This design comes from an exercise in tuning for small area on the open sky130 flow, not from production work.
The RTL was checked by simulation tests, not by an equivalence proof against the original design.
Power figures rest on the tool's default switching activity, not on a simulated workload.

==> design/flow/design.v <==
package apb_slave_pkg;
  localparam int DEPTH     = 16;
  localparam int NUM_BANKS = 3;
  localparam int DATA_W    = 32;
  localparam int ADDR_W    = 32;
  localparam int CNT_W     = 16;
  localparam int IDX_LSB   = 2;
  localparam int IDX_MSB   = 5;
  localparam int NUM_RINGS = NUM_BANKS * DEPTH / 2;
  function automatic logic addr_ok(input logic [ADDR_W-1:0] addr);
    addr_ok = (addr[IDX_LSB-1:0] == '0) && (addr[ADDR_W-1:IDX_MSB+1] == '0);
  endfunction
endpackage
module apb_reg_bank (
  input  logic [31:0] from_slot1,
  input  logic        hold,
  input  logic [31:0] wdata,
  input  logic        ins,
  output logic [31:0] nxt
);
  assign nxt = (from_slot1 & {32{hold}}) | (wdata & {32{ins}});
endmodule
module apb_rd_bit (
  input  logic [47:0] sel,
  input  logic [47:0] bits,
  output logic        q
);
  logic [15:0] t_n;
  logic [3:0]  g;
  for (genvar i = 0; i < 16; i++) begin : g_aoi
    apb_aoi222 u_aoi (
      .a (sel[3*i+2:3*i]),
      .b (bits[3*i+2:3*i]),
      .y (t_n[i])
    );
  end
  for (genvar i = 0; i < 4; i++) begin : g_nand
    apb_nand4 u_nand (.a (t_n[4*i+3:4*i]), .y (g[i]));
  end
  assign q = |g;
endmodule
module apb_aoi222 (
  input  logic [2:0] a,
  input  logic [2:0] b,
  output logic       y
);
  assign y = !(|(a & b));
endmodule
module apb_nand4 (
  input  logic [3:0] a,
  output logic       y
);
  assign y = !(&a);
endmodule
module apb_slave #(
  parameter int DEPTH     = apb_slave_pkg::DEPTH,
  parameter int NUM_BANKS = apb_slave_pkg::NUM_BANKS
) (
  input  logic                 Hclk,
  input  logic                 Hreset,
  input  logic [NUM_BANKS-1:0] Pselx,
  input  logic                 Penable,
  input  logic                 Pwrite,
  input  logic [31:0]          Paddr,
  input  logic [31:0]          Pwdata,
  output logic [31:0]          Prdata,
  output logic                 proto_err,
  output logic [15:0]          wr_count,
  output logic [15:0]          rd_count
);
  localparam int NR = apb_slave_pkg::NUM_RINGS;
  logic                 setup_good_q, setup_bad_q;
  logic [NUM_BANKS-1:0] cap_sel_q;
  logic [3:0]           cap_idx_q;
  logic                 cap_write_q;
  logic                 ph_q;       
  logic                 rst_q;      
  logic                 pend_q;     
  logic [31:0]          pwdata_q;   
  logic [NR-1:0][31:0]  slot0, slot1, nxt0;
  logic sel, setup, addr_good, bad_now, start, match, commit, err_d;
  logic wr_commit, wr_now, wr_ins, clear, rd_slot1;
  logic [31:0] wdata;
  logic [NR-1:0] ins, hold, rd_s0, rd_s1;
  assign sel       = |Pselx;
  assign setup     = setup_good_q | setup_bad_q;
  assign addr_good = apb_slave_pkg::addr_ok(Paddr);
  assign bad_now   = !$onehot(Pselx) || !addr_good;
  assign start     = !setup && sel && !Penable;
  assign match     = Penable && (Pselx == cap_sel_q) && addr_good
                     && (Paddr[5:2] == cap_idx_q) && (Pwrite == cap_write_q);
  assign commit    = setup_good_q && match;
  assign err_d     = (!setup && sel && Penable) || setup_bad_q
                     || (setup_good_q && !match);
  assign wr_commit = commit && cap_write_q;
  assign wr_now    = wr_commit && (cap_idx_q[0] ^ ph_q);
  assign wr_ins    = wr_now || pend_q;
  assign clear     = Hreset || rst_q;
  assign wdata     = clear ? 32'h0 : (pend_q ? pwdata_q : Pwdata);
  always_comb begin
    for (int j = 0; j < NR; j++) begin
      ins[j]  = clear || (wr_ins && cap_sel_q[j / 8] && (cap_idx_q[3:1] == 3'(j % 8)));
      hold[j] = !ins[j];
    end
  end
  for (genvar j = 0; j < NR; j++) begin : g_ring
    apb_reg_bank u_ins (
      .from_slot1 (slot1[j]),
      .hold       (hold[j]),
      .wdata      (wdata),
      .ins        (ins[j]),
      .nxt        (nxt0[j])
    );
  end
  always_ff @(posedge Hclk) begin
    slot0 <= nxt0;
    slot1 <= slot0;
  end
  assign rd_slot1 = Paddr[2] ^ ph_q;
  always_comb begin
    for (int j = 0; j < NR; j++) begin
      rd_s0[j] = !bad_now && Pselx[j / 8] && (Paddr[5:3] == 3'(j % 8)) && !rd_slot1;
      rd_s1[j] = !bad_now && Pselx[j / 8] && (Paddr[5:3] == 3'(j % 8)) && rd_slot1;
    end
  end
  logic [31:0] rd_data;
  logic [2*NR-1:0] rd_sel;
  for (genvar j = 0; j < NR; j++) begin : g_sel
    assign rd_sel[2*j]   = rd_s0[j];
    assign rd_sel[2*j+1] = rd_s1[j];
  end
  for (genvar b = 0; b < 32; b++) begin : g_rd
    logic [2*NR-1:0] bits;
    for (genvar j = 0; j < NR; j++) begin : g_w
      assign bits[2*j]   = slot0[j][b];
      assign bits[2*j+1] = nxt0[j][b];
    end
    apb_rd_bit u_rd (
      .sel  (rd_sel),
      .bits (bits),
      .q    (rd_data[b])
    );
  end
  always_ff @(posedge Hclk) begin
    rst_q    <= Hreset;
    pwdata_q <= Pwdata;
    if (!setup) begin
      cap_sel_q   <= Pselx;
      cap_idx_q   <= Paddr[5:2];
      cap_write_q <= Pwrite;
    end
    if (Hreset) begin
      ph_q         <= 1'b0;
      setup_good_q <= 1'b0;
      setup_bad_q  <= 1'b0;
      pend_q       <= 1'b0;
      Prdata       <= '0;
      proto_err    <= 1'b0;
      wr_count     <= '0;
      rd_count     <= '0;
    end else begin
      ph_q         <= !ph_q;
      setup_good_q <= start && !bad_now;
      setup_bad_q  <= start && bad_now;
      pend_q       <= wr_commit && !(cap_idx_q[0] ^ ph_q);
      proto_err    <= err_d;
      if (start && !Pwrite) Prdata <= rd_data;
      if (commit) begin
        if (cap_write_q) begin
          if (wr_count != '1) wr_count <= wr_count + 1'b1;
        end else begin
          if (rd_count != '1) rd_count <= rd_count + 1'b1;
        end
      end
    end
  end
endmodule
==> design/flow/run.sh <==
#!/bin/bash
# synth_recipe.tcl (not shown) runs the flow's synth.tcl, then flattens the netlist and writes it again
# the make line also repeats each setting of config.mk as NAME=value (left out here)
make -C /OpenROAD-flow-scripts/flow DESIGN_CONFIG=/design/flow/config.mk WORK_HOME=/design/flow/orfs CLKGATE_MAP_FILE= SYNTH_SCRIPT=/design/flow/synth_recipe.tcl finish
==> design/flow/config.mk <==
export PLATFORM = sky130hd
export DESIGN_NAME = apb_slave
export DESIGN_NICKNAME = apb_slave
export VERILOG_FILES = /design/flow/design.v
export SDC_FILE = /design/flow/constraint.sdc
export NUM_CORES = 4
export LEC_CHECK = 0
export CAP_MARGIN = 20
export CORE_MARGIN = 2
export CORE_UTILIZATION = 40
export SLEW_MARGIN = 20
export SYNTH_HIERARCHICAL = 1
==> design/flow/constraint.sdc <==
create_clock -name core_clock -period 5.0 [get_ports {Hclk}]
set_input_delay 1.0000 -clock core_clock [delete_from_list [all_inputs] [get_ports {Hclk}]]
set_output_delay 1.0000 -clock core_clock [all_outputs]
set_load 0.01 [all_outputs]
==> impl_metrics.prom, run 1 <==
# TYPE chip_impl_metric gauge
chip_impl_metric{name="die_ht",unit="um"} 360
chip_impl_metric{name="hold_viol",unit=""} 0
chip_impl_metric{name="yosysWarningCount",unit=""} 7
chip_impl_metric{name="grt_pass1_vias",unit=""} 38700
chip_impl_metric{name="ctsHoldBuffers",unit=""} 0
chip_impl_metric{name="worst_path_largest_cell_delay",unit="ns"} 0.58
chip_impl_metric{name="ys_async_sr_fraction",unit="%"} 0
chip_impl_metric{name="place.detailed.hpwl",unit="um"} 119000
chip_impl_metric{name="synth_edf_count",unit=""} 8
chip_impl_metric{name="synth.avg_cell_area",unit="um2"} 13.4
chip_impl_metric{name="gr-total-overflow",unit=""} 0
chip_impl_info{name="timing_worst_setup_path_type",value="primary input to register"} 1
chip_impl_metric{name="global_placer_s_final_weighted_congestion",unit=""} 0.902
chip_impl_info{name="clock_root_buffer_master",value="sky130_fd_sc_hd__clkbuf_16"} 1
chip_impl_metric{name="synth-seq-area-share",unit="%"} 65.2
chip_impl_metric{name="h_tree_level_count",unit=""} 4
chip_impl_metric{name="cts.reportedPaths.clkPinSlew",unit="ns"} 0.07
chip_impl_metric{name="final-max-slew-violation-count",unit=""} 0
chip_impl_info{name="worst_path_most_repeated_cell",value="sky130_fd_sc_hd__buf_4"} 1
chip_impl_info{name="setup_repair_after_global_routing_missed_its_margin",value="no"} 1
chip_impl_metric{name="relSlewSlack",unit="%"} 18.1
chip_impl_metric{name="fin_crit_period",unit="ns"} 4.79
chip_impl_metric{name="final.period_utilization",unit="%"} 95.8
chip_impl_metric{name="setup_viol",unit=""} 0
chip_impl_metric{name="cts_repair_resize_count",unit=""} 0
chip_impl_metric{name="drive_gt1_share",unit="%"} 22.0
chip_impl_metric{name="cts_buffers",unit=""} 162
chip_impl_metric{name="fin_worst_skew",unit="ns"} 0.0463
chip_impl_info{name="timing.critical_path.slowest_stage_cell",value="sky130_fd_sc_hd__a222oi_1"} 1
chip_impl_metric{name="design.core.area",unit="um2"} 126000
chip_impl_metric{name="detail_route.iter0.violations",unit=""} 6818
chip_impl_info{name="crit_path_end_kind",value="register"} 1
chip_impl_metric{name="dpl_cell_area",unit="um2"} 58200
chip_impl_metric{name="die-area",unit="um2"} 129000
chip_impl_metric{name="postSynthRegisterBits",unit=""} 1646
chip_impl_metric{name="vdd.ir_drop.worst",unit="uV"} 324
chip_impl_info{name="run_status",value="finished clean"} 1
chip_impl_info{name="critical_path.top_delay_family",value="compound AO/OA/AOI/OAI gates"} 1
chip_impl_metric{name="antenna_violations_before_repair",unit=""} 17
chip_impl_metric{name="placement.io_buffers",unit=""} 135
chip_impl_metric{name="drt.antenna.violating_nets",unit=""} 0
chip_impl_metric{name="floorplan.rows",unit=""} 130
chip_impl_metric{name="clock_sinks",unit=""} 1646
chip_impl_metric{name="syn_area",unit="um2"} 50600
chip_impl_metric{name="cp_data_required_time",unit="ns"} 5.62
chip_impl_metric{name="track_usage",unit="%"} 27.5
chip_impl_metric{name="floorplan.initialDensity",unit="%"} 40.3
chip_impl_metric{name="fin_total_pwr",unit="mW"} 28.1
chip_impl_metric{name="max_cap_violations",unit=""} 0
chip_impl_metric{name="postLayoutCellArea",unit="um2"} 63800
chip_impl_metric{name="synthDistinctLibCells",unit=""} 51
chip_impl_metric{name="detail_route.wl_per_cell",unit="um"} 29.8
chip_impl_metric{name="power_leakage",unit="nW"} 24.8
chip_impl_metric{name="ctsLongestPathBuffers",unit=""} 3
chip_impl_metric{name="drt_pre_antenna_iters",unit=""} 9
chip_impl_metric{name="die-width",unit="um"} 360
chip_impl_metric{name="grt_pass1_wl",unit="um"} 267000
chip_impl_metric{name="critical_path_peak_fanout",unit=""} 22
chip_impl_metric{name="max_freq",unit="MHz"} 209
chip_impl_info{name="hold_class",value="register to register"} 1
chip_impl_info{name="dominantRegCellSynth",value="sky130_fd_sc_hd__dfxtp_1"} 1
chip_impl_metric{name="clock_insertion_delay_worst_skew",unit="ns"} 0.78
chip_impl_metric{name="drt_drc_violations_left",unit=""} 0
chip_impl_metric{name="arrival",unit="ns"} 5.41
chip_impl_metric{name="design.portCount",unit=""} 136
chip_impl_metric{name="power_density",unit="nW/um2"} 441
chip_impl_metric{name="postSynthCellCount",unit=""} 3775
chip_impl_metric{name="timing_worst_slew_pin_value",unit="ns"} 1.22
chip_impl_info{name="ordered_list_of_cells_on_the_worst_path",value="clkdlybuf4s50_1, buf_4, xnor2_1, and4_1, and4_1, a31o_2, and2_1, buf_4, a21oi_4, a22o_1, a222oi_1, nand4_1, buf_4, or4_1, nand2_1, a21oi_1"} 1
chip_impl_metric{name="route.detailed.vias_per_inst",unit=""} 6.37
chip_impl_metric{name="cp.buffers_inverters",unit=""} 4
chip_impl_metric{name="routed-via-count",unit=""} 39500
chip_impl_info{name="cts_tree",value="done"} 1
chip_impl_info{name="timing.critical_path.from_type",value="primary input"} 1
chip_impl_metric{name="post_cts.repair.setup_buffers",unit=""} 0
chip_impl_metric{name="area_overhead_vs_synth",unit="%"} 26.0
chip_impl_metric{name="finish.net_count",unit=""} 4484
chip_impl_metric{name="fill_cells",unit=""} 10800
chip_impl_metric{name="drt-total-wl",unit="um"} 185000
chip_impl_metric{name="pin_count_of_the_biggest_net_entering_global_routing",unit=""} 51
-- modules after synthesis, one instance, submodules excluded --
module / area [um2] / times used
apb_slave: 36100 / 1
apb_rd_bit: 7.51 / 32
apb_nand4: 6.26 / 128
apb_reg_bank: 350 / 24
apb_aoi222: 10.0 / 512
-- cells in the final DEF (no fill, tap or decap), drive strengths merged, types with 13 or more instances in the layout --
master         count
a21oi             72
a222oi           512
a22o             768
buf              526
bufinv            13
clkbuf           241
clkdlybuf4s50    134
clkinv            33
dfxtp           1638
inv               19
mux2i             34
nand2             82
nand3             22
nand4            137
nor2             101
nor4              15
o21ai             34
or4               39
-- cell usage after synthesis, types with 11 or more instances --
master | n | area, um2
sky130_fd_sc_hd__or3_1 | 11 | 68.8
sky130_fd_sc_hd__nor4_1 | 12 | 75.1
sky130_fd_sc_hd__nor2_1 | 99 | 372
sky130_fd_sc_hd__or4_1 | 39 | 293
sky130_fd_sc_hd__a222oi_1 | 512 | 5120
sky130_fd_sc_hd__a21oi_1 | 72 | 360
sky130_fd_sc_hd__nand2_1 | 82 | 308
sky130_fd_sc_hd__inv_1 | 15 | 56.3
sky130_fd_sc_hd__clkbuf_1 | 33 | 124
sky130_fd_sc_hd__nand4_1 | 136 | 851
sky130_fd_sc_hd__a22o_2 | 48 | 480
sky130_fd_sc_hd__buf_6 | 144 | 1620
sky130_fd_sc_hd__mux2i_1 | 34 | 340
sky130_fd_sc_hd__nand3_1 | 22 | 110
sky130_fd_sc_hd__a22o_1 | 720 | 6310
sky130_fd_sc_hd__dfxtp_1 | 1638 | 32800
sky130_fd_sc_hd__o21ai_0 | 34 | 170
-- flip-flops by register name, indices dropped and copies added, names as in the netlist, 3 cells and up --
register   flops
Prdata        32
cap_idx_q      4
cap_sel_q      3
pwdata_q      32
rd_count      16
slot0        768
slot1        768
wr_count      16
-- final timing paths --
kind / from / end / slack (ns) / cells after the start
max: Paddr[3] / Prdata[25]$_SDFFE_PP0P_ / 0.21 / 16
min: slot0[410]$_DFF_P_ / slot1[410]$_DFF_P_ / 0.32 / 0
max reg2reg: cap_idx_q[3]$_DFFE_PN_ / Prdata[25]$_SDFFE_PP0P_ / 0.31 / 14
min reg2reg: slot0[410]$_DFF_P_ / slot1[410]$_DFF_P_ / 0.32 / 0
-- through the flow --
stage | std cells | worst slack [ns] | setup TNS [ns] | util (%) | hold slack (ns)
global placement | 5896 | -0.402 | -8.03 | 46.3 | 0.332
finish | 6199 | 0.208 | 0 | 50.8 | 0.324
floorplan | 3775 | 0.890 | 0 | - | 0.330
global route | 6191 | 0.128 | 0 | 50.8 | 0.333
CTS | 6191 | 0.389 | 0 | 50.8 | 0.323
detailed placement | 5896 | -0.415 | -9.35 | 46.3 | 0.335
-- layer usage --
| layer | vias up | track usage, % | wire length, um |
|---|---|---|---|
| li1 | 17000 | - | - |
| met1 | 19800 | 37.0 | 76800 |
| met2 | 2330 | 41.6 | 80200 |
| met3 | 383 | 6.39 | 19100 |
| met4 | 16 | 13.2 | 8400 |
| met5 | - | 0 | 110 |
-- worst reg2reg max path, delay by kind of cell (launching register included) --
family | cells | cell delay, ns
AOI/OAI and AO/OA | 5 | 1.53
and+or+nand+nor | 6 | 1.42
DFF | 1 | 0.59
xor gates and xnor gates | 1 | 0.58
buffers and inverters | 2 | 0.41
-- power by group --
part	switching, mW	internal (mW)	total [mW]
Clock	5.20	7.47	12.7
Sequential	0.277	13.8	14.1
Combinational	0.803	0.536	1.34
-- final cells by class --
| type | count | area [um2] | area share [%] |
|---|---|---|---|
| sequential | 1646 | 33000 | 51.8 |
| clock buffer | 241 | 4900 | 7.68 |
| clock inverter | 54 | 723 | 1.13 |
| timing repair buffer | 660 | 6280 | 9.84 |
| tap | 1650 | 2060 | 3.24 |
| inverter | 15 | 56.3 | 0.0883 |
| antenna | 8 | 20.0 | 0.0314 |
| multi-input combinational | 1925 | 16700 | 26.2 |
-- cell families (layout without fill, tap and decap cells) --
group                      Yosys count  after routing  share of synthesized area, %
DFF                               1646           1646                          65.2
buffers and inverters              204            970                          3.67
muxes                               40             40                         0.806
other                                0              8                             0
adders and majority gates            3              3                        0.0890
AOI/OAI and AO/OA                 1411           1411                          25.0
and+or+nand+nor                    458            458                          4.97
xor gates and xnor gates            13             13                         0.225
==> inputs of run 2 (changes only) <==
--- a/design/flow/design.v
+++ b/design/flow/design.v
@@ -19,13 +19,16 @@
   output logic [31:0] nxt
 );
-  assign nxt = (from_slot1 & {32{hold}}) | (wdata & {32{ins}});
+  assign nxt = ~((from_slot1 | {32{ins}}) & (wdata | {32{hold}}));
 endmodule
 module apb_rd_bit (
   input  logic [47:0] sel,
   input  logic [47:0] bits,
-  output logic        q
+  input  logic        fwd_sel,
+  input  logic        fwd_bit,
+  output logic        y
 );
   logic [15:0] t_n;
   logic [3:0]  g;
+  logic        q;
   for (genvar i = 0; i < 16; i++) begin : g_aoi
     apb_aoi222 u_aoi (
@@ -39,4 +42,13 @@
   end
   assign q = |g;
+  apb_mux2i u_out (.s (fwd_sel), .a0 (q), .a1 (fwd_bit), .y (y));
+endmodule
+module apb_mux2i (
+  input  logic s,
+  input  logic a0,
+  input  logic a1,
+  output logic y
+);
+  assign y = !(s ? a1 : a0);
 endmodule
 module apb_aoi222 (
@@ -75,4 +87,5 @@
   logic                 cap_write_q;
   logic                 ph_q;       
+  logic                 inv_q;      
   logic                 rst_q;      
   logic                 pend_q;     
@@ -80,5 +93,5 @@
   logic [NR-1:0][31:0]  slot0, slot1, nxt0;
   logic sel, setup, addr_good, bad_now, start, match, commit, err_d;
-  logic wr_commit, wr_now, wr_ins, clear, rd_slot1;
+  logic wr_commit, wr_now, wr_ins, clear, rd_slot1, inv_d, rd_inv, rd_fwd;
   logic [31:0] wdata;
   logic [NR-1:0] ins, hold, rd_s0, rd_s1;
@@ -97,5 +110,6 @@
   assign wr_ins    = wr_now || pend_q;
   assign clear     = Hreset || rst_q;
-  assign wdata     = clear ? 32'h0 : (pend_q ? pwdata_q : Pwdata);
+  assign inv_d     = !Hreset && (inv_q ^ ph_q);
+  assign wdata     = {32{!inv_d}} ^ (clear ? 32'h0 : (pend_q ? pwdata_q : Pwdata));
   always_comb begin
     for (int j = 0; j < NR; j++) begin
@@ -118,4 +132,7 @@
   end
   assign rd_slot1 = Paddr[2] ^ ph_q;
+  assign rd_fwd   = !bad_now && rd_slot1
+                    && (rst_q || (pend_q && (Pselx == cap_sel_q) && (Paddr[5:2] == cap_idx_q)));
+  assign rd_inv   = !bad_now && (rd_slot1 ? !inv_d : inv_q);
   always_comb begin
     for (int j = 0; j < NR; j++) begin
@@ -124,5 +141,5 @@
     end
   end
-  logic [31:0] rd_data;
+  logic [31:0] rd_data_n;
   logic [2*NR-1:0] rd_sel;
   for (genvar j = 0; j < NR; j++) begin : g_sel
@@ -134,10 +151,12 @@
     for (genvar j = 0; j < NR; j++) begin : g_w
       assign bits[2*j]   = slot0[j][b];
-      assign bits[2*j+1] = nxt0[j][b];
+      assign bits[2*j+1] = slot1[j][b];
     end
     apb_rd_bit u_rd (
       .sel  (rd_sel),
       .bits (bits),
-      .q    (rd_data[b])
+      .fwd_sel (rd_fwd),
+      .fwd_bit (wdata[b]),
+      .y    (rd_data_n[b])
     );
   end
@@ -152,4 +171,5 @@
     if (Hreset) begin
       ph_q         <= 1'b0;
+      inv_q        <= 1'b0;
       setup_good_q <= 1'b0;
       setup_bad_q  <= 1'b0;
@@ -161,9 +181,10 @@
     end else begin
       ph_q         <= !ph_q;
+      inv_q        <= inv_d;
       setup_good_q <= start && !bad_now;
       setup_bad_q  <= start && bad_now;
       pend_q       <= wr_commit && !(cap_idx_q[0] ^ ph_q);
       proto_err    <= err_d;
-      if (start && !Pwrite) Prdata <= rd_data;
+      if (start && !Pwrite) Prdata <= rd_data_n ^ {32{!rd_inv}};
       if (commit) begin
         if (cap_write_q) begin
==> design/flow/flow/run.sh (new file) <==
#!/bin/bash
# The standard layout (standard.sh): the standard synthesis unchanged,
# then the layout steps with layout-only options passed to the ORFS make:
# synthesis buffers removed at floorplan, the largest buffers kept out of
# the resizer's repairs, and CTS with clusters of at most 18 flip-flops per
# clkbuf_8 and no dummy loads.
# make's output goes to flow_synth.log and flow_make.log in this folder;
# ORFS's per-step logs are copied to flow_logs/.
set -o pipefail
bash standard.sh synth > flow_synth.log 2>&1 || { cp -r orfs/logs flow_logs; exit 1; }
bash standard.sh \
  REMOVE_ABC_BUFFERS=1 \
  "DONT_USE_CELLS=sky130_fd_sc_hd__probe_p_8 sky130_fd_sc_hd__probec_p_8 sky130_fd_sc_hd__lpflow_bleeder_1 sky130_fd_sc_hd__lpflow_clkbufkapwr_1 sky130_fd_sc_hd__lpflow_clkbufkapwr_16 sky130_fd_sc_hd__lpflow_clkbufkapwr_2 sky130_fd_sc_hd__lpflow_clkbufkapwr_4 sky130_fd_sc_hd__lpflow_clkbufkapwr_8 sky130_fd_sc_hd__lpflow_clkinvkapwr_1 sky130_fd_sc_hd__lpflow_clkinvkapwr_16 sky130_fd_sc_hd__lpflow_clkinvkapwr_2 sky130_fd_sc_hd__lpflow_clkinvkapwr_4 sky130_fd_sc_hd__lpflow_clkinvkapwr_8 sky130_fd_sc_hd__lpflow_decapkapwr_12 sky130_fd_sc_hd__lpflow_decapkapwr_3 sky130_fd_sc_hd__lpflow_decapkapwr_4 sky130_fd_sc_hd__lpflow_decapkapwr_6 sky130_fd_sc_hd__lpflow_decapkapwr_8 sky130_fd_sc_hd__lpflow_inputiso0n_1 sky130_fd_sc_hd__lpflow_inputiso0p_1 sky130_fd_sc_hd__lpflow_inputiso1n_1 sky130_fd_sc_hd__lpflow_inputiso1p_1 sky130_fd_sc_hd__lpflow_inputisolatch_1 sky130_fd_sc_hd__lpflow_isobufsrc_1 sky130_fd_sc_hd__lpflow_isobufsrc_16 sky130_fd_sc_hd__lpflow_isobufsrc_2 sky130_fd_sc_hd__lpflow_isobufsrc_4 sky130_fd_sc_hd__lpflow_isobufsrc_8 sky130_fd_sc_hd__lpflow_isobufsrckapwr_16 sky130_fd_sc_hd__lpflow_lsbuf_lh_hl_isowell_tap_1 sky130_fd_sc_hd__lpflow_lsbuf_lh_hl_isowell_tap_2 sky130_fd_sc_hd__lpflow_lsbuf_lh_hl_isowell_tap_4 sky130_fd_sc_hd__lpflow_lsbuf_lh_isowell_4 sky130_fd_sc_hd__lpflow_lsbuf_lh_isowell_tap_1 sky130_fd_sc_hd__lpflow_lsbuf_lh_isowell_tap_2 sky130_fd_sc_hd__lpflow_lsbuf_lh_isowell_tap_4  sky130_fd_sc_hd__buf_12 sky130_fd_sc_hd__buf_16 sky130_fd_sc_hd__bufbuf_16 sky130_fd_sc_hd__bufbuf_8 sky130_fd_sc_hd__buf_8" \
  "CTS_ARGS=-sink_clustering_enable -repair_clock_nets -buf_list sky130_fd_sc_hd__clkbuf_8 -sink_clustering_size 18 -sink_clustering_max_diameter 50 -dont_use_dummy_load" \
  finish > flow_make.log 2>&1
rc=$?
cp -r orfs/logs flow_logs 2>/dev/null
exit $rc
==> design/flow/standard.sh (new file) <==
#!/bin/bash
# synth_recipe.tcl (not shown) runs the flow's synth.tcl, then flattens the netlist and writes it again
# the make line also repeats each setting of config.mk as NAME=value (left out here)
make -C /OpenROAD-flow-scripts/flow DESIGN_CONFIG=/design/flow/config.mk WORK_HOME=/design/flow/orfs CLKGATE_MAP_FILE= SYNTH_SCRIPT=/design/flow/synth_recipe.tcl "${@:-finish}"
--- a/design/flow/config.mk
+++ b/design/flow/config.mk
@@ -6,7 +6,9 @@
 export NUM_CORES = 4
 export LEC_CHECK = 0
-export CAP_MARGIN = 20
+export CAP_MARGIN = 5
 export CORE_MARGIN = 2
-export CORE_UTILIZATION = 40
-export SLEW_MARGIN = 20
+export CORE_UTILIZATION = 60
+export GPL_TIMING_DRIVEN = 0
+export PLACE_DENSITY = 0.7
+export SLEW_MARGIN = 5
 export SYNTH_HIERARCHICAL = 1
removed: design/flow/run.sh
==> impl_metrics.prom, run 2 <==
# TYPE chip_impl_metric gauge
chip_impl_metric{name="route.detailed.vias_per_inst",unit=""} 7.61
chip_impl_metric{name="floorplan.rows",unit=""} 105
chip_impl_metric{name="yosysWarningCount",unit=""} 7
chip_impl_metric{name="grt_pass1_wl",unit="um"} 250000
chip_impl_metric{name="clock_sinks",unit=""} 1647
chip_impl_metric{name="synth_edf_count",unit=""} 8
chip_impl_metric{name="area_overhead_vs_synth",unit="%"} 12.7
chip_impl_metric{name="final.period_utilization",unit="%"} 101
chip_impl_metric{name="critical_path_peak_fanout",unit=""} 23
chip_impl_metric{name="cts.reportedPaths.clkPinSlew",unit="ns"} 0.11
chip_impl_metric{name="syn_area",unit="um2"} 49400
chip_impl_metric{name="power.combinational.fraction",unit="%"} 8.2
chip_impl_metric{name="detail_route.iter0.violations",unit=""} 7760
chip_impl_metric{name="fin_crit_period",unit="ns"} 5.05
chip_impl_metric{name="vdd.ir_drop.worst",unit="uV"} 307
chip_impl_metric{name="routed-via-count",unit=""} 39800
chip_impl_metric{name="drt_drc_violations_left",unit=""} 0
chip_impl_info{name="dominantRegCellSynth",value="sky130_fd_sc_hd__dfxtp_1"} 1
chip_impl_metric{name="worst-r2r-setup-slack",unit="ns"} 0.19
chip_impl_metric{name="placement.io_buffers",unit=""} 135
chip_impl_info{name="synth_area_leader_cell",value="sky130_fd_sc_hd__dfxtp_1"} 1
chip_impl_metric{name="hold_viol",unit=""} 0
chip_impl_metric{name="drt_pre_antenna_iters",unit=""} 13
chip_impl_metric{name="design.portCount",unit=""} 136
chip_impl_info{name="timing.critical_path.from_type",value="primary input"} 1
chip_impl_metric{name="clock_insertion_delay_worst_skew",unit="ns"} 0.88
chip_impl_metric{name="drt.antenna.violating_nets",unit=""} 0
chip_impl_metric{name="power_leakage",unit="nW"} 20.3
chip_impl_metric{name="place_worst_setup_slack",unit="ns"} -0.952
chip_impl_metric{name="pwr-share-seq",unit="%"} 65.9
chip_impl_metric{name="drive_gt1_share",unit="%"} 11.7
chip_impl_info{name="layout_top_registers",value="slot0: 768 flops, slot1: 768 flops"} 1
chip_impl_metric{name="track_usage",unit="%"} 39.4
chip_impl_metric{name="finish.net_count",unit=""} 4238
chip_impl_metric{name="fin_worst_skew",unit="ns"} 0.0897
chip_impl_info{name="netlist_top_cells_area",value="sky130_fd_sc_hd__dfxtp_1 (66%), sky130_fd_sc_hd__a222oi_1 (10%), sky130_fd_sc_hd__o22ai_1 (9.7%), sky130_fd_sc_hd__nand4_1 (1.8%), sky130_fd_sc_hd__buf_6 (1.7%)"} 1
chip_impl_metric{name="global_placer_s_final_weighted_congestion",unit=""} 0.886
chip_impl_metric{name="internal-power",unit="mW"} 18.4
chip_impl_info{name="crit_path_end",value="Prdata[3]$_SDFFE_PP0P_"} 1
chip_impl_info{name="yosysMostFrequentCell",value="sky130_fd_sc_hd__dfxtp_1"} 1
chip_impl_info{name="timing_worst_setup_path_type",value="primary input to register"} 1
chip_impl_metric{name="ys_async_sr_fraction",unit="%"} 0
chip_impl_metric{name="synth_top_area_share",unit="%"} 66.5
chip_impl_info{name="crit_path_end_kind",value="register"} 1
chip_impl_info{name="rr_startpoint",value="ph_q$_SDFF_PP0_"} 1
chip_impl_info{name="netlist_top_cells_count",value="sky130_fd_sc_hd__dfxtp_1 (1639), sky130_fd_sc_hd__o22ai_1 (768), sky130_fd_sc_hd__a222oi_1 (512)"} 1
chip_impl_metric{name="instances_no_fill",unit=""} 5235
chip_impl_metric{name="place_inst",unit=""} 5079
chip_impl_metric{name="power_switching",unit="mW"} 6.40
chip_impl_metric{name="timing_worst_slew_pin_value",unit="ns"} 1.31
chip_impl_metric{name="cp_data_required_time",unit="ns"} 5.70
chip_impl_metric{name="postSynthRegisterBits",unit=""} 1647
chip_impl_metric{name="synth.avg_cell_area",unit="um2"} 12.6
chip_impl_metric{name="pin_count_of_the_biggest_net_entering_global_routing",unit=""} 57
chip_impl_metric{name="ctsLongestPathBuffers",unit=""} 3
chip_impl_metric{name="h_tree_level_count",unit=""} 4
chip_impl_info{name="check-failures",value="setup timing"} 1
chip_impl_metric{name="setup_viol",unit=""} 1
chip_impl_info{name="cts_tree",value="done"} 1
chip_impl_metric{name="synthDistinctLibCells",unit=""} 47
chip_impl_metric{name="die_ht",unit="um"} 291
chip_impl_metric{name="whs",unit="ns"} 0.301
chip_impl_metric{name="die-area",unit="um2"} 84600
chip_impl_metric{name="grt_pass1_vias",unit=""} 38500
chip_impl_metric{name="antenna_violations_before_repair",unit=""} 17
chip_impl_metric{name="detail_route.wl_per_cell",unit="um"} 32.9
chip_impl_info{name="most_frequent_standard_cell_in_the_layout_excluding_fill_and_tap_cells",value="sky130_fd_sc_hd__dfxtp_1"} 1
chip_impl_metric{name="power_density",unit="nW/um2"} 446
chip_impl_metric{name="arrival",unit="ns"} 5.75
chip_impl_metric{name="cts_buffers",unit=""} 133
chip_impl_metric{name="die-width",unit="um"} 291
chip_impl_metric{name="clockPowerShare",unit="%"} 25.9
chip_impl_metric{name="r2r.worst_path.cells",unit=""} 11
chip_impl_metric{name="design.core.area",unit="um2"} 81700
chip_impl_metric{name="fin_total_pwr",unit="mW"} 24.8
chip_impl_metric{name="drt-total-wl",unit="um"} 172000
chip_impl_info{name="crit_reg_reg_endpoint",value="Prdata[3]$_SDFFE_PP0P_"} 1
chip_impl_metric{name="relSlewSlack",unit="%"} 12.7
chip_impl_metric{name="place.detailed.hpwl",unit="um"} 112000
chip_impl_metric{name="ctsHoldBuffers",unit=""} 0
chip_impl_info{name="timing.critical_path.from",value="Pselx[0]"} 1
chip_impl_metric{name="switching_share",unit="%"} 25.8
chip_impl_metric{name="gr-total-overflow",unit=""} 0
chip_impl_metric{name="postSynthCellCount",unit=""} 3914
chip_impl_metric{name="floorplan.initialDensity",unit="%"} 60.4
chip_impl_info{name="clock_root_buffer_master",value="sky130_fd_sc_hd__clkbuf_8"} 1
chip_impl_metric{name="max_freq",unit="MHz"} 198
chip_impl_info{name="run_status",value="failed layout checks"} 1
chip_impl_info{name="layout_common_cells",value="sky130_fd_sc_hd__dfxtp_1 (1638), sky130_fd_sc_hd__o22ai_1 (768), sky130_fd_sc_hd__a222oi_1 (512)"} 1
chip_impl_metric{name="postLayoutSetupSlackWorst",unit="ns"} -0.0500
chip_impl_metric{name="max_cap_violations",unit=""} 0
chip_impl_metric{name="synth-seq-area-share",unit="%"} 66.9
chip_impl_metric{name="final-max-slew-violation-count",unit=""} 0
chip_impl_info{name="hold_class",value="register to register"} 1
-- run 2: cell count changes after synthesis, sizes merged, moves of 6 or more --
cell    delta
xnor2     +32
o31ai      +8
a22o     -768
or2        -6
nor2b     +10
nand2     -23
nand3     +62
mux2i     +30
clkbuf     +8
or3       +35
o22ai    +768
a21oi     -25
o41ai      -6
-- run 2: area by class of cell --
class	instances	area [um2]
antenna	3	7.51
clock buffer	133	1830
multi-input combinational	2057	16100
inverter	11	41.3
fill	5965	26100
tap	1070	1340
sequential	1647	33100
timing repair buffer	314	3260
-- run 2: worst min path at each step --
stage                  startpoint                  to  slack [ns]  cells after the start
2_1_floorplan    slot0[0]$_DFF_P_    slot1[0]$_DFF_P_        0.33                      0
3_3_place_gp   slot0[678]$_DFF_P_  slot1[678]$_DFF_P_        0.33                      0
3_5_place_dp   slot0[260]$_DFF_P_  slot1[260]$_DFF_P_        0.33                      0
4_1_cts        slot0[529]$_DFF_P_  slot1[529]$_DFF_P_        0.29                      0
5_1_grt        slot0[529]$_DFF_P_  slot1[529]$_DFF_P_        0.29                      0
6_report       slot0[529]$_DFF_P_  slot1[529]$_DFF_P_        0.30                      0
-- run 2: modules after synthesis (local to each module, per instance) --
module / area [um2] / flops+latches / times used / cells
apb_rd_bit: 7.51 / 0 / 32 / 1
apb_aoi222: 10.0 / 0 / 512 / 1
apb_reg_bank: 251 / 0 / 24 / 38
apb_slave: 36900 / 1647 / 1 / 2298
apb_nand4: 6.26 / 0 / 128 / 1
apb_mux2i: 10.0 / 0 / 32 / 1
-- run 2: through the flow --
stage / utilization (%) / setup TNS, ns / instance area [um2]
2_1_floorplan: - / -26.73 / 47900
3_3_place_gp: 61.9 / -3380.19 / 50600
3_5_place_dp: 65.6 / -39.58 / 53600
4_1_cts: 68.0 / 0 / 55600
5_1_grt: 68.1 / -0.0376 / 55600
6_report: 68.1 / -0.0500 / 55600
-- run 2: what timing repair did --
action                                  CTS  global route
resized for setup                         7             7
pin swaps                                 3             2
endpoints found under the setup margin   12            17
setup buffers                            16             3
-- run 2: kinds of logic (layout without fill, tap and decap cells) --
logic type	Yosys count	after routing	share of synthesized area [%]
DFF	1647	1647	66.9
other	0	3	0
buffers and inverters	210	458	3.02
and+or+nand+nor	556	556	6.35
adders and majority gates	3	3	0.0912
xor gates and xnor gates	43	43	0.763
AOI/OAI and AO/OA	1380	1380	21.3
muxes	75	75	1.55
-- run 2: layer usage --
metal	track usage [%]	up-vias	routed length, um
li1	-	16600	-
met1	52.7	19400	65000
met2	56.1	3197	71200
met3	13.0	657	24900
met4	22.0	12	11000
met5	0.284	-	78
-- run 2: power by group through the flow --
stage	combinational (mW)	clock [mW]	sequential, mW
2_1_floorplan	1.05	0	16.3
5_1_grt	2.10	6.93	16.6
3_5_place_dp	1.94	0	16.6
4_1_cts	1.95	6.45	16.3
3_3_place_gp	1.70	0	16.5
6_report	2.03	6.44	16.3
-- run 2: worst max-delay path, stage by stage --
cell	delay, ns
sky130_fd_sc_hd__clkdlybuf4s25_1	0.51
sky130_fd_sc_hd__inv_1	0.12
sky130_fd_sc_hd__fa_1	0.57
sky130_fd_sc_hd__nand2b_1	0.24
sky130_fd_sc_hd__nor4_4	0.12
sky130_fd_sc_hd__nand2_2	0.44
sky130_fd_sc_hd__nor2_4	0.18
sky130_fd_sc_hd__buf_6	0.26
sky130_fd_sc_hd__a222oi_1	0.31
sky130_fd_sc_hd__nand4_1	0.31
sky130_fd_sc_hd__or4_1	0.62
sky130_fd_sc_hd__mux2i_1	0.74
sky130_fd_sc_hd__or3_1	0.22
sky130_fd_sc_hd__nand3_1	0.07
==> inputs of run 3 (changes only) <==
--- a/design/flow/flow/run.sh
+++ b/design/flow/flow/run.sh
@@ -4,5 +4,5 @@
 # synthesis buffers removed at floorplan, the largest buffers kept out of
 # the resizer's repairs, and CTS with clusters of at most 18 flip-flops per
-# clkbuf_8 and no dummy loads.
+# clkbuf_8 and no dummy loads; ports buffered with buf_1.
 # make's output goes to flow_synth.log and flow_make.log in this folder;
 # ORFS's per-step logs are copied to flow_logs/.
@@ -13,4 +13,5 @@
   "DONT_USE_CELLS=sky130_fd_sc_hd__probe_p_8 sky130_fd_sc_hd__probec_p_8 sky130_fd_sc_hd__lpflow_bleeder_1 sky130_fd_sc_hd__lpflow_clkbufkapwr_1 sky130_fd_sc_hd__lpflow_clkbufkapwr_16 sky130_fd_sc_hd__lpflow_clkbufkapwr_2 sky130_fd_sc_hd__lpflow_clkbufkapwr_4 sky130_fd_sc_hd__lpflow_clkbufkapwr_8 sky130_fd_sc_hd__lpflow_clkinvkapwr_1 sky130_fd_sc_hd__lpflow_clkinvkapwr_16 sky130_fd_sc_hd__lpflow_clkinvkapwr_2 sky130_fd_sc_hd__lpflow_clkinvkapwr_4 sky130_fd_sc_hd__lpflow_clkinvkapwr_8 sky130_fd_sc_hd__lpflow_decapkapwr_12 sky130_fd_sc_hd__lpflow_decapkapwr_3 sky130_fd_sc_hd__lpflow_decapkapwr_4 sky130_fd_sc_hd__lpflow_decapkapwr_6 sky130_fd_sc_hd__lpflow_decapkapwr_8 sky130_fd_sc_hd__lpflow_inputiso0n_1 sky130_fd_sc_hd__lpflow_inputiso0p_1 sky130_fd_sc_hd__lpflow_inputiso1n_1 sky130_fd_sc_hd__lpflow_inputiso1p_1 sky130_fd_sc_hd__lpflow_inputisolatch_1 sky130_fd_sc_hd__lpflow_isobufsrc_1 sky130_fd_sc_hd__lpflow_isobufsrc_16 sky130_fd_sc_hd__lpflow_isobufsrc_2 sky130_fd_sc_hd__lpflow_isobufsrc_4 sky130_fd_sc_hd__lpflow_isobufsrc_8 sky130_fd_sc_hd__lpflow_isobufsrckapwr_16 sky130_fd_sc_hd__lpflow_lsbuf_lh_hl_isowell_tap_1 sky130_fd_sc_hd__lpflow_lsbuf_lh_hl_isowell_tap_2 sky130_fd_sc_hd__lpflow_lsbuf_lh_hl_isowell_tap_4 sky130_fd_sc_hd__lpflow_lsbuf_lh_isowell_4 sky130_fd_sc_hd__lpflow_lsbuf_lh_isowell_tap_1 sky130_fd_sc_hd__lpflow_lsbuf_lh_isowell_tap_2 sky130_fd_sc_hd__lpflow_lsbuf_lh_isowell_tap_4  sky130_fd_sc_hd__buf_12 sky130_fd_sc_hd__buf_16 sky130_fd_sc_hd__bufbuf_16 sky130_fd_sc_hd__bufbuf_8 sky130_fd_sc_hd__buf_8" \
   "CTS_ARGS=-sink_clustering_enable -repair_clock_nets -buf_list sky130_fd_sc_hd__clkbuf_8 -sink_clustering_size 18 -sink_clustering_max_diameter 50 -dont_use_dummy_load" \
+  "BUFFER_PORTS_ARGS=-buffer_cell sky130_fd_sc_hd__buf_1" \
   finish > flow_make.log 2>&1
 rc=$?
==> impl_metrics.prom, run 3 <==
# TYPE chip_impl_metric gauge
chip_impl_metric{name="critical_path_peak_fanout",unit=""} 13
chip_impl_metric{name="postSynthRegisterBits",unit=""} 1647
chip_impl_metric{name="clock_insertion_delay_worst_skew",unit="ns"} 0.83
chip_impl_info{name="netlist_top_cells_count",value="sky130_fd_sc_hd__dfxtp_1 (1639), sky130_fd_sc_hd__o22ai_1 (768), sky130_fd_sc_hd__a222oi_1 (512)"} 1
chip_impl_metric{name="synth.avg_cell_area",unit="um2"} 12.6
chip_impl_metric{name="syn_area",unit="um2"} 49400
chip_impl_metric{name="cp_data_required_time",unit="ns"} 5.67
chip_impl_metric{name="place_worst_setup_slack",unit="ns"} -0.964
chip_impl_metric{name="place.detailed.hpwl",unit="um"} 107000
chip_impl_metric{name="max_freq",unit="MHz"} 200
chip_impl_metric{name="track_usage",unit="%"} 37.9
chip_impl_metric{name="antenna_violations_before_repair",unit=""} 14
chip_impl_metric{name="cts.reportedPaths.clkPinSlew",unit="ns"} 0.10
chip_impl_metric{name="grt_pass1_vias",unit=""} 37700
chip_impl_metric{name="routed-via-count",unit=""} 39400
chip_impl_metric{name="power.combinational.fraction",unit="%"} 8.1
chip_impl_metric{name="route.detailed.vias_per_inst",unit=""} 7.54
chip_impl_metric{name="final-max-slew-violation-count",unit=""} 0
chip_impl_metric{name="max_cap_violations",unit=""} 0
chip_impl_info{name="yosysMostFrequentCell",value="sky130_fd_sc_hd__dfxtp_1"} 1
chip_impl_metric{name="die-area",unit="um2"} 84600
chip_impl_metric{name="power_switching",unit="mW"} 6.33
chip_impl_metric{name="fin_worst_skew",unit="ns"} 0.0836
chip_impl_metric{name="die_ht",unit="um"} 291
chip_impl_metric{name="drt.antenna.violating_nets",unit=""} 0
chip_impl_info{name="crit_path_end_kind",value="register"} 1
chip_impl_metric{name="arrival",unit="ns"} 5.68
chip_impl_metric{name="gr-total-overflow",unit=""} 0
chip_impl_metric{name="power_density",unit="nW/um2"} 451
chip_impl_metric{name="setup_viol",unit=""} 1
chip_impl_metric{name="relSlewSlack",unit="%"} 15.4
chip_impl_metric{name="hold_viol",unit=""} 0
chip_impl_metric{name="global_placer_s_final_weighted_congestion",unit=""} 0.894
chip_impl_info{name="run_status",value="failed layout checks"} 1
chip_impl_metric{name="postLayoutSetupSlackWorst",unit="ns"} -0.0108
chip_impl_metric{name="pin_count_of_the_biggest_net_entering_global_routing",unit=""} 57
chip_impl_metric{name="drt-total-wl",unit="um"} 165000
chip_impl_metric{name="setup-tns-final",unit="ns"} -0.0108
chip_impl_metric{name="ctsLongestPathBuffers",unit=""} 3
chip_impl_metric{name="timing_worst_slew_pin_value",unit="ns"} 1.27
chip_impl_metric{name="placement.io_buffers",unit=""} 135
chip_impl_metric{name="floorplan.initialDensity",unit="%"} 60.4
chip_impl_info{name="check-failures",value="setup timing"} 1
chip_impl_metric{name="synth_edf_count",unit=""} 8
chip_impl_info{name="synth_area_leader_cell",value="sky130_fd_sc_hd__dfxtp_1"} 1
chip_impl_metric{name="drt_pre_antenna_iters",unit=""} 13
chip_impl_info{name="clock_root_buffer_master",value="sky130_fd_sc_hd__clkbuf_8"} 1
chip_impl_metric{name="drt_drc_violations_left",unit=""} 0
chip_impl_metric{name="pwr-share-seq",unit="%"} 66.2
chip_impl_metric{name="clockPowerShare",unit="%"} 25.7
chip_impl_info{name="timing.critical_path.from_type",value="primary input"} 1
chip_impl_info{name="layout_common_cells",value="sky130_fd_sc_hd__dfxtp_1 (1638), sky130_fd_sc_hd__o22ai_1 (768), sky130_fd_sc_hd__a222oi_1 (512)"} 1
chip_impl_metric{name="postSynthCellCount",unit=""} 3914
chip_impl_info{name="dominantRegCellSynth",value="sky130_fd_sc_hd__dfxtp_1"} 1
chip_impl_info{name="most_frequent_standard_cell_in_the_layout_excluding_fill_and_tap_cells",value="sky130_fd_sc_hd__dfxtp_1"} 1
chip_impl_metric{name="detail_route.wl_per_cell",unit="um"} 31.6
chip_impl_metric{name="area_overhead_vs_synth",unit="%"} 10.8
chip_impl_metric{name="design.portCount",unit=""} 136
chip_impl_info{name="hold_class",value="register to register"} 1
chip_impl_metric{name="h_tree_level_count",unit=""} 4
chip_impl_metric{name="grt_pass1_wl",unit="um"} 243000
chip_impl_metric{name="die-width",unit="um"} 291
chip_impl_info{name="layout_top_registers",value="slot0: 768 flops, slot1: 768 flops"} 1
chip_impl_metric{name="final.period_utilization",unit="%"} 100
chip_impl_metric{name="detail_route.iter0.violations",unit=""} 7740
chip_impl_metric{name="fin_crit_period",unit="ns"} 5.01
chip_impl_metric{name="synth_top_area_share",unit="%"} 66.5
chip_impl_metric{name="drive_gt1_share",unit="%"} 11.5
chip_impl_metric{name="design.core.area",unit="um2"} 81700
chip_impl_metric{name="switching_share",unit="%"} 25.7
chip_impl_metric{name="final_util",unit="%"} 66.9
chip_impl_info{name="timing_worst_setup_path_type",value="primary input to register"} 1
chip_impl_info{name="netlist_top_cells_area",value="sky130_fd_sc_hd__dfxtp_1 (66%), sky130_fd_sc_hd__a222oi_1 (10%), sky130_fd_sc_hd__o22ai_1 (9.7%), sky130_fd_sc_hd__nand4_1 (1.8%), sky130_fd_sc_hd__buf_6 (1.7%)"} 1
chip_impl_metric{name="synthDistinctLibCells",unit=""} 47
chip_impl_metric{name="cts_buffers",unit=""} 130
chip_impl_metric{name="internal-power",unit="mW"} 18.3
chip_impl_metric{name="ys_async_sr_fraction",unit="%"} 0
chip_impl_metric{name="yosysWarningCount",unit=""} 7
chip_impl_metric{name="vdd.ir_drop.worst",unit="uV"} 322
chip_impl_info{name="cts_tree",value="done"} 1
chip_impl_metric{name="clock_sinks",unit=""} 1647
chip_impl_metric{name="floorplan.rows",unit=""} 105
chip_impl_metric{name="finish.net_count",unit=""} 4226
chip_impl_metric{name="synth-seq-area-share",unit="%"} 66.9
chip_impl_info{name="setup_repair_after_global_routing_missed_its_margin",value="yes"} 1
chip_impl_metric{name="ctsHoldBuffers",unit=""} 0
chip_impl_metric{name="power_leakage",unit="nW"} 19.9
==> run 3: what timing repair did <==
item | CTS | global route
endpoints found under the setup margin | 10 | 18
pin swaps | 2 | 5
setup buffers | 0 | 11
cloned | 0 | 0
gates resized for setup | 6 | 6
hold endpoints to repair | 0 | 0
==> run 3: cells by family after synthesis <==
kind of cell	synth area share (%)
adders and majority gates	0.0912
muxes	1.55
AOI/OAI and AO/OA	21.3
DFF	66.9
buffers and inverters	3.02
and+or+nand+nor	6.35
xor gates and xnor gates	0.763
==> run 3: power by group through the flow <==
| stage | combinational (mW) | clock, mW | sequential, mW |
|---|---|---|---|
| 6_report | 1.99 | 6.35 | 16.3 |
| 5_1_grt | 2.06 | 6.83 | 16.5 |
| 4_1_cts | 1.91 | 6.34 | 16.3 |
| 3_5_place_dp | 1.90 | 0 | 16.6 |
| 3_3_place_gp | 1.67 | 0 | 16.5 |
| 2_1_floorplan | 1.05 | 0 | 16.3 |
==> run 3: Yosys stat by module (local to each module, per instance) <==
module | cells inside | times used | cell area (um2) | flip-flops and latches
apb_rd_bit | 1 | 32 | 7.51 | 0
apb_nand4 | 1 | 128 | 6.26 | 0
apb_slave | 2298 | 1 | 36900 | 1647
apb_aoi222 | 1 | 512 | 10.0 | 0
apb_mux2i | 1 | 32 | 10.0 | 0
apb_reg_bank | 38 | 24 | 251 | 0
==> run 3: stage by stage <==
stage	instances	hold slack, ns	cell area (um2)	total power, mW
after detailed placement	5078	0.335	52700	18.5
after CTS	5208	0.275	54600	24.5
after global placement	4920	0.331	49800	18.2
final	5226	0.278	54700	24.7
after floorplan	3715	0.330	47900	17.3
after global routing	5221	0.266	54700	25.4
==> run 3: area by class of cell <==
| class | count | area (um2) |
|---|---|---|
| Sequential cell | 1647 | 33100 |
| Clock buffer | 130 | 1790 |
| Inverter | 11 | 41.3 |
| Multi-Input combinational cell | 2057 | 16100 |
| Tap cell | 1070 | 1340 |
| Timing Repair Buffer | 305 | 2350 |
| Antenna cell | 6 | 15.0 |
| Fill cell | 6060 | 27000 |
==> run 3: critical path: stages <==
cell and delay, ns:
sky130_fd_sc_hd__buf_1 0.45, sky130_fd_sc_hd__inv_1 0.13, sky130_fd_sc_hd__fa_1 0.55, sky130_fd_sc_hd__nand2b_1 0.20, sky130_fd_sc_hd__nor4_2 0.13, sky130_fd_sc_hd__nand2_2 0.49
sky130_fd_sc_hd__nor2_4 0.20, sky130_fd_sc_hd__a222oi_1 0.46, sky130_fd_sc_hd__nand4_1 0.37, sky130_fd_sc_hd__or4_1 0.61, sky130_fd_sc_hd__mux2i_1 0.74, sky130_fd_sc_hd__or3_1 0.22
sky130_fd_sc_hd__nand3_1 0.08
==> run 3: layer usage <==
layer  global-route usage (%)  wire [um]  vias up
li1                         -          -    16600
met1                     51.3      62900    19400
met2                     55.0      69800     2912
met3                     11.1      23000      549
met4                     20.0       9550       14
met5                        0         86        -
==> run 3: worst paths after layout <==
check,start,end,slack (ns),depth (start not counted)
worst max-delay path,Pselx[1],Prdata[3]$_SDFFE_PP0P_,-0.01,13
worst min-delay path,slot0[233]$_DFF_P_,slot1[233]$_DFF_P_,0.28,0
worst max register to register,ph_q$_SDFF_PP0_,Prdata[3]$_SDFFE_PP0P_,0.18,10
worst min register to register,slot0[233]$_DFF_P_,slot1[233]$_DFF_P_,0.28,0
==> inputs of run 4 (changes only) <==
--- a/design/flow/design.v
+++ b/design/flow/design.v
@@ -13,11 +13,22 @@
 endpackage
 module apb_reg_bank (
-  input  logic [31:0] from_slot1,
+  input  logic [15:0] from_slot1,
   input  logic        hold,
-  input  logic [31:0] wdata,
+  input  logic [15:0] wdata,
   input  logic        ins,
-  output logic [31:0] nxt
-);
-  assign nxt = ~((from_slot1 | {32{ins}}) & (wdata | {32{hold}}));
+  output logic [15:0] nxt
+);
+  for (genvar b = 0; b < 16; b++) begin : g_bit
+    apb_oai22 u_bit (.a0 (from_slot1[b]), .a1 (ins), .b0 (wdata[b]), .b1 (hold), .y (nxt[b]));
+  end
+endmodule
+module apb_oai22 (
+  input  logic a0,
+  input  logic a1,
+  input  logic b0,
+  input  logic b1,
+  output logic y
+);
+  assign y = !((a0 || a1) && (b0 || b1));
 endmodule
 module apb_rd_bit (
@@ -64,4 +75,40 @@
 );
   assign y = !(&a);
+endmodule
+module apb_xmux (
+  input  logic s,
+  input  logic a0,
+  input  logic a1,
+  input  logic x,
+  output logic y
+);
+  logic m_n;
+  apb_mux2i u_m (.s (s), .a0 (a0), .a1 (a1), .y (m_n));
+  assign y = x ^ m_n;
+endmodule
+module apb_ring_ctl (
+  input  logic a,
+  input  logic b,
+  input  logic clear,
+  output logic ins,
+  output logic hold
+);
+  assign ins  = clear || (a && b);
+  assign hold = !(a && b && !clear);
+endmodule
+module apb_nor2 (
+  input  logic a,
+  input  logic b,
+  output logic y
+);
+  assign y = !(a || b);
+endmodule
+module apb_prd_next (
+  input  logic y,
+  input  logic pol,
+  input  logic clr,
+  output logic d
+);
+  assign d = !clr && (y ^ pol);
 endmodule
 module apb_slave #(
@@ -95,5 +142,5 @@
   logic wr_commit, wr_now, wr_ins, clear, rd_slot1, inv_d, rd_inv, rd_fwd;
   logic [31:0] wdata;
-  logic [NR-1:0] ins, hold, rd_s0, rd_s1;
+  logic [1:0][NR-1:0] rd_s0, rd_s1;
   assign sel       = |Pselx;
   assign setup     = setup_good_q | setup_bad_q;
@@ -111,19 +158,38 @@
   assign clear     = Hreset || rst_q;
   assign inv_d     = !Hreset && (inv_q ^ ph_q);
-  assign wdata     = {32{!inv_d}} ^ (clear ? 32'h0 : (pend_q ? pwdata_q : Pwdata));
-  always_comb begin
-    for (int j = 0; j < NR; j++) begin
-      ins[j]  = clear || (wr_ins && cap_sel_q[j / 8] && (cap_idx_q[3:1] == 3'(j % 8)));
-      hold[j] = !ins[j];
+  logic [1:0][31:0] wdata_c;
+  for (genvar c = 0; c < 2; c++) begin : g_wcopy
+    for (genvar b = 0; b < 32; b++) begin : g_wdata
+      apb_xmux u_w (.s (pend_q), .a0 (Pwdata[b]), .a1 (pwdata_q[b]), .x (inv_d), .y (wdata_c[c][b]));
+    end
+  end
+  assign wdata = wdata_c[1];
+  logic [NUM_BANKS-1:0] wr_bank;
+  logic [7:0]           wr_idx;
+  assign wr_bank = {NUM_BANKS{wr_ins}} & cap_sel_q;
+  always_comb
+    for (int k = 0; k < 8; k++) wr_idx[k] = (cap_idx_q[3:1] == 3'(k));
+  logic [1:0][NR-1:0] ins_c, hold_c;
+  for (genvar c = 0; c < 2; c++) begin : g_ccopy
+    for (genvar j = 0; j < NR; j++) begin : g_ctl
+      apb_ring_ctl u_ctl (
+        .a     (wr_bank[j / 8]),
+        .b     (wr_idx[j % 8]),
+        .clear (clear),
+        .ins   (ins_c[c][j]),
+        .hold  (hold_c[c][j])
+      );
     end
   end
   for (genvar j = 0; j < NR; j++) begin : g_ring
-    apb_reg_bank u_ins (
-      .from_slot1 (slot1[j]),
-      .hold       (hold[j]),
-      .wdata      (wdata),
-      .ins        (ins[j]),
-      .nxt        (nxt0[j])
-    );
+for (genvar h = 0; h < 2; h++) begin : g_half
+      apb_reg_bank u_ins (
+        .from_slot1 (slot1[j][16*h +: 16]),
+        .hold       (hold_c[h][j]),
+        .wdata      (wdata_c[j / (NR / 2)][16*h +: 16]),
+        .ins        (ins_c[h][j]),
+        .nxt        (nxt0[j][16*h +: 16])
+      );
+    end
   end
   always_ff @(posedge Hclk) begin
@@ -132,18 +198,28 @@
   end
   assign rd_slot1 = Paddr[2] ^ ph_q;
-  assign rd_fwd   = !bad_now && rd_slot1
-                    && (rst_q || (pend_q && (Pselx == cap_sel_q) && (Paddr[5:2] == cap_idx_q)));
-  assign rd_inv   = !bad_now && (rd_slot1 ? !inv_d : inv_q);
-  always_comb begin
-    for (int j = 0; j < NR; j++) begin
-      rd_s0[j] = !bad_now && Pselx[j / 8] && (Paddr[5:3] == 3'(j % 8)) && !rd_slot1;
-      rd_s1[j] = !bad_now && Pselx[j / 8] && (Paddr[5:3] == 3'(j % 8)) && rd_slot1;
+  assign rd_fwd   = rd_slot1 && pend_q && (Pselx == cap_sel_q) && (Paddr[5:2] == cap_idx_q);
+  assign rd_inv   = rd_slot1 ? !inv_d : inv_q;
+  logic [NUM_BANKS-1:0][1:0] rd_bank_n;
+  logic [7:0]                rd_idx_n;
+  for (genvar n = 0; n < NUM_BANKS; n++) begin : g_rbank
+    assign rd_bank_n[n][0] = !(Pselx[n] && !rd_slot1);
+    assign rd_bank_n[n][1] = !(Pselx[n] && rd_slot1);
+  end
+  for (genvar k = 0; k < 8; k++) begin : g_ridx
+    assign rd_idx_n[k] = !(Paddr[5:3] == 3'(k));
+  end
+  for (genvar c = 0; c < 2; c++) begin : g_scopy
+    for (genvar j = 0; j < NR; j++) begin : g_rsel
+      apb_nor2 u_s0 (.a (rd_bank_n[j / 8][0]), .b (rd_idx_n[j % 8]), .y (rd_s0[c][j]));
+      apb_nor2 u_s1 (.a (rd_bank_n[j / 8][1]), .b (rd_idx_n[j % 8]), .y (rd_s1[c][j]));
     end
   end
   logic [31:0] rd_data_n;
-  logic [2*NR-1:0] rd_sel;
-  for (genvar j = 0; j < NR; j++) begin : g_sel
-    assign rd_sel[2*j]   = rd_s0[j];
-    assign rd_sel[2*j+1] = rd_s1[j];
+  logic [1:0][2*NR-1:0] rd_sel;
+  for (genvar c = 0; c < 2; c++) begin : g_selc
+    for (genvar j = 0; j < NR; j++) begin : g_sel
+      assign rd_sel[c][2*j]   = rd_s0[c][j];
+      assign rd_sel[c][2*j+1] = rd_s1[c][j];
+    end
   end
   for (genvar b = 0; b < 32; b++) begin : g_rd
@@ -154,5 +230,5 @@
     end
     apb_rd_bit u_rd (
-      .sel  (rd_sel),
+      .sel  (rd_sel[b / 16]),
       .bits (bits),
       .fwd_sel (rd_fwd),
@@ -161,12 +237,21 @@
     );
   end
+  logic        prd_clr, prd_en, rd_pol;
+  logic [31:0] prd_d;
+  assign prd_clr = Hreset || rst_q || bad_now;
+  assign prd_en  = Hreset || rst_q || (start && !Pwrite);
+  assign rd_pol  = !rd_inv;
+  for (genvar b = 0; b < 32; b++) begin : g_prd
+    apb_prd_next u_n (.y (rd_data_n[b]), .pol (rd_pol), .clr (prd_clr), .d (prd_d[b]));
+  end
+  always_ff @(posedge Hclk) begin
+    if (prd_en) Prdata <= prd_d;
+  end
   always_ff @(posedge Hclk) begin
     rst_q    <= Hreset;
     pwdata_q <= Pwdata;
-    if (!setup) begin
-      cap_sel_q   <= Pselx;
-      cap_idx_q   <= Paddr[5:2];
-      cap_write_q <= Pwrite;
-    end
+    cap_sel_q   <= Pselx;
+    cap_idx_q   <= Paddr[5:2];
+    cap_write_q <= Pwrite;
     if (Hreset) begin
       ph_q         <= 1'b0;
@@ -175,5 +260,4 @@
       setup_bad_q  <= 1'b0;
       pend_q       <= 1'b0;
-      Prdata       <= '0;
       proto_err    <= 1'b0;
       wr_count     <= '0;
@@ -186,5 +270,4 @@
       pend_q       <= wr_commit && !(cap_idx_q[0] ^ ph_q);
       proto_err    <= err_d;
-      if (start && !Pwrite) Prdata <= rd_data_n ^ {32{!rd_inv}};
       if (commit) begin
         if (cap_write_q) begin
==> design/flow/config.mk (replaced) <==
export PLATFORM = sky130hd
export DESIGN_NAME = apb_slave
export DESIGN_NICKNAME = apb_slave
export VERILOG_FILES = /design/flow/design.v
export SDC_FILE = /design/flow/constraint.sdc
export NUM_CORES = 4
export LEC_CHECK = 0
export CAP_MARGIN = 15
export CORE_MARGIN = 2
export CORE_UTILIZATION = 55
export GPL_TIMING_DRIVEN = 0
export PLACE_DENSITY = 0.65
export SETUP_SLACK_MARGIN = 0.2
export SLEW_MARGIN = 15
export SYNTH_HIERARCHICAL = 1
==> impl_metrics.prom, run 4 <==
# TYPE chip_impl_metric gauge
chip_impl_info{name="run_status",value="finished clean"} 1
chip_impl_metric{name="final-max-slew-violation-count",unit=""} 0
chip_impl_metric{name="place.detailed.hpwl",unit="um"} 96100
chip_impl_metric{name="routed-via-count",unit=""} 37500
chip_impl_metric{name="fin_crit_period",unit="ns"} 4.66
chip_impl_metric{name="area_overhead_vs_synth",unit="%"} 10.1
chip_impl_info{name="crit_path_end_kind",value="register"} 1
chip_impl_metric{name="drt.antenna.violating_nets",unit=""} 0
chip_impl_metric{name="synthDistinctLibCells",unit=""} 56
chip_impl_metric{name="die-area",unit="um2"} 91400
chip_impl_metric{name="fin_total_pwr",unit="mW"} 22.5
chip_impl_metric{name="die-width",unit="um"} 302
chip_impl_metric{name="relSlewSlack",unit="%"} 15.3
chip_impl_metric{name="postSynthCellCount",unit=""} 3774
chip_impl_metric{name="fill_cells",unit=""} 7198
chip_impl_info{name="synth_area_leader_cell",value="sky130_fd_sc_hd__dfxtp_1"} 1
chip_impl_info{name="netlist_top_cells_area",value="sky130_fd_sc_hd__dfxtp_1 (66%), sky130_fd_sc_hd__a222oi_1 (10%), sky130_fd_sc_hd__o22ai_1 (9.8%), sky130_fd_sc_hd__mux2i_1 (2.0%), sky130_fd_sc_hd__edfxtp_1 (2.0%)"} 1
chip_impl_metric{name="syn_area",unit="um2"} 49000
chip_impl_metric{name="vdd.ir_drop.worst",unit="uV"} 274
chip_impl_metric{name="synth-seq-area-share",unit="%"} 68.0
chip_impl_metric{name="drt-total-wl",unit="um"} 152000
chip_impl_metric{name="worst-r2r-setup-slack",unit="ns"} 0.34
chip_impl_metric{name="post_cts.repair.setup_buffers",unit=""} 0
==> run 4: cell types whose count changed after synthesis, moves of 42 or more <==
cell	previous run	this run
sky130_fd_sc_hd__buf_6	73	1
sky130_fd_sc_hd__xor2_1	1	72
sky130_fd_sc_hd__nand3_1	84	17
sky130_fd_sc_hd__a21o_1	0	49
sky130_fd_sc_hd__buf_2	52	5
sky130_fd_sc_hd__nand3b_1	5	52
sky130_fd_sc_hd__or3_1	46	2
sky130_fd_sc_hd__nor2_1	105	147
==> run 4: power by group <==
group / internal [mW] / leakage [nW] / total (mW) / switching, mW
logic: 0.560 / 4.66 / 1.74 / 1.18
registers: 13.9 / 13.8 / 14.3 / 0.373
clock network: 2.46 / 0.985 / 6.46 / 4.00
total: 16.9 / 19.4 / 22.5 / 5.56
==> run 4: stage by stage <==
step / setup WS (ns) / hold WS [ns] / TNS (ns) / util [%] / cell area, um2
after floorplan: -1.50 / 0.330 / -773.35 / - / 48900
after global placement: -6.61 / 0.331 / -4441.16 / 57.5 / 50800
after detailed placement: -0.137 / 0.335 / -0.400 / 58.8 / 52000
after CTS: 0.600 / 0.244 / 0 / 60.9 / 53800
after global routing: 0.368 / 0.277 / 0 / 61.0 / 53900
final: 0.335 / 0.297 / 0 / 61.0 / 53900
==> run 4: critical path, cell delays in order, from the launching register on <==
cell and delay [ns]:
sky130_fd_sc_hd__dfxtp_1 0.52, sky130_fd_sc_hd__xor2_1 0.48, sky130_fd_sc_hd__nand2_1 0.82, sky130_fd_sc_hd__nor2_2 1.03
sky130_fd_sc_hd__a222oi_1 0.28, sky130_fd_sc_hd__nand4_1 0.36, sky130_fd_sc_hd__or4_1 0.17, sky130_fd_sc_hd__mux2i_1 0.07
sky130_fd_sc_hd__xnor2_1 0.17, sky130_fd_sc_hd__nor2_1 0.44
==> run 4: path summary, 6_finish.rpt <==
check,endpoint,startpoint,cells after the start
max,Prdata[13]$_DFFE_PP_,ph_q$_SDFF_PP0_,9
min,pwdata_q[1]$_DFF_P_,Pwdata[1],1
max reg2reg,Prdata[13]$_DFFE_PP_,ph_q$_SDFF_PP0_,9
min reg2reg,slot1[424]$_DFF_P_,slot0[424]$_DFF_P_,0
==> run 4: per-module statistics from Yosys, one instance, submodules excluded, a selection <==
module        area (um2)  cells inside  flops+latches  times used
apb_aoi222          10.0             1              0         512
apb_mux2i           10.0             1              0          96
apb_nand4           6.26             1              0         128
apb_nor2            3.75             1              0          96
apb_oai22           6.26             1              0         768
apb_prd_next        12.5             2              0          32
apb_rd_bit          7.51             1              0          32
apb_ring_ctl        15.0             2              0          48
apb_slave          35000          1918           1647           1
apb_xmux            8.76             1              0          64
==> run 4: cell type report <==
class                   count  share of cell area (%)
diodes                      5                  0.0232
inverters                   9                  0.0673
flip-flops and latches   1647                    61.7
clock buffers             137                    3.50
repair buffers            196                    2.14
well taps                1165                    2.70
multi-input cells        2098                    29.8
==> run 4: layer usage <==
metal  routed length (um)  vias to the layer above  global-route usage, %
met1                62900                    18500                   45.7
met2                66800                     2162                   48.8
met5                   79                        -                      0
li1                     -                    16500                      -
met3                16000                      308                   6.34
met4                 6380                       12                   14.2
==> run 4: kinds of logic after synthesis <==
| family | share of synthesized area, % |
|---|---|
| buf+inv | 0.258 |
| xor+xnor | 1.93 |
| fa+ha+maj | 0.0920 |
| mux | 2.08 |
| simple gates | 5.85 |
| compound gates | 21.8 |
| flops | 68.0 |

what the ideal ports hide:
The results above use ideal ports. As a check the final layouts listed here were re-extracted and re-timed, cells and wires unchanged. Step 1 assumes that a clkbuf_16 drives the clock port and a buf_2 every other input. Step 2 also shifts input and output timing later by t, the mid clock arrival at the registers, as if the neighbouring blocks saw the same clock. Three values: ideal ports, drivers, drivers and shift; two values: the first two.
| run | t, ns | setup WS [ns] | latest minus earliest clock arrival (ns) | pins driven straight from the clock port |
|---|---|---|---|---|
| run 1 | 0.835 | 0.208 / 0.263 / -0.572 | 0.048 / 0.047 | 1 |
| run 2 | 0.893 | -0.050 / -0.022 / -0.915 | 0.091 / 0.090 | 1 |
| run 3 | 0.848 | -0.011 / 0.027 / -0.821 | 0.092 / 0.092 | 1 |
| run 4 | 0.883 | 0.335 / 0.335 / -0.429 | 0.069 / 0.069 | 1 |
Met with ideal ports but missed after step 2: setup timing in run 1 and run 4. The setup slack of run 2, which loses most, moves by +0.028 ns with the drivers and by -0.865 ns with both steps.
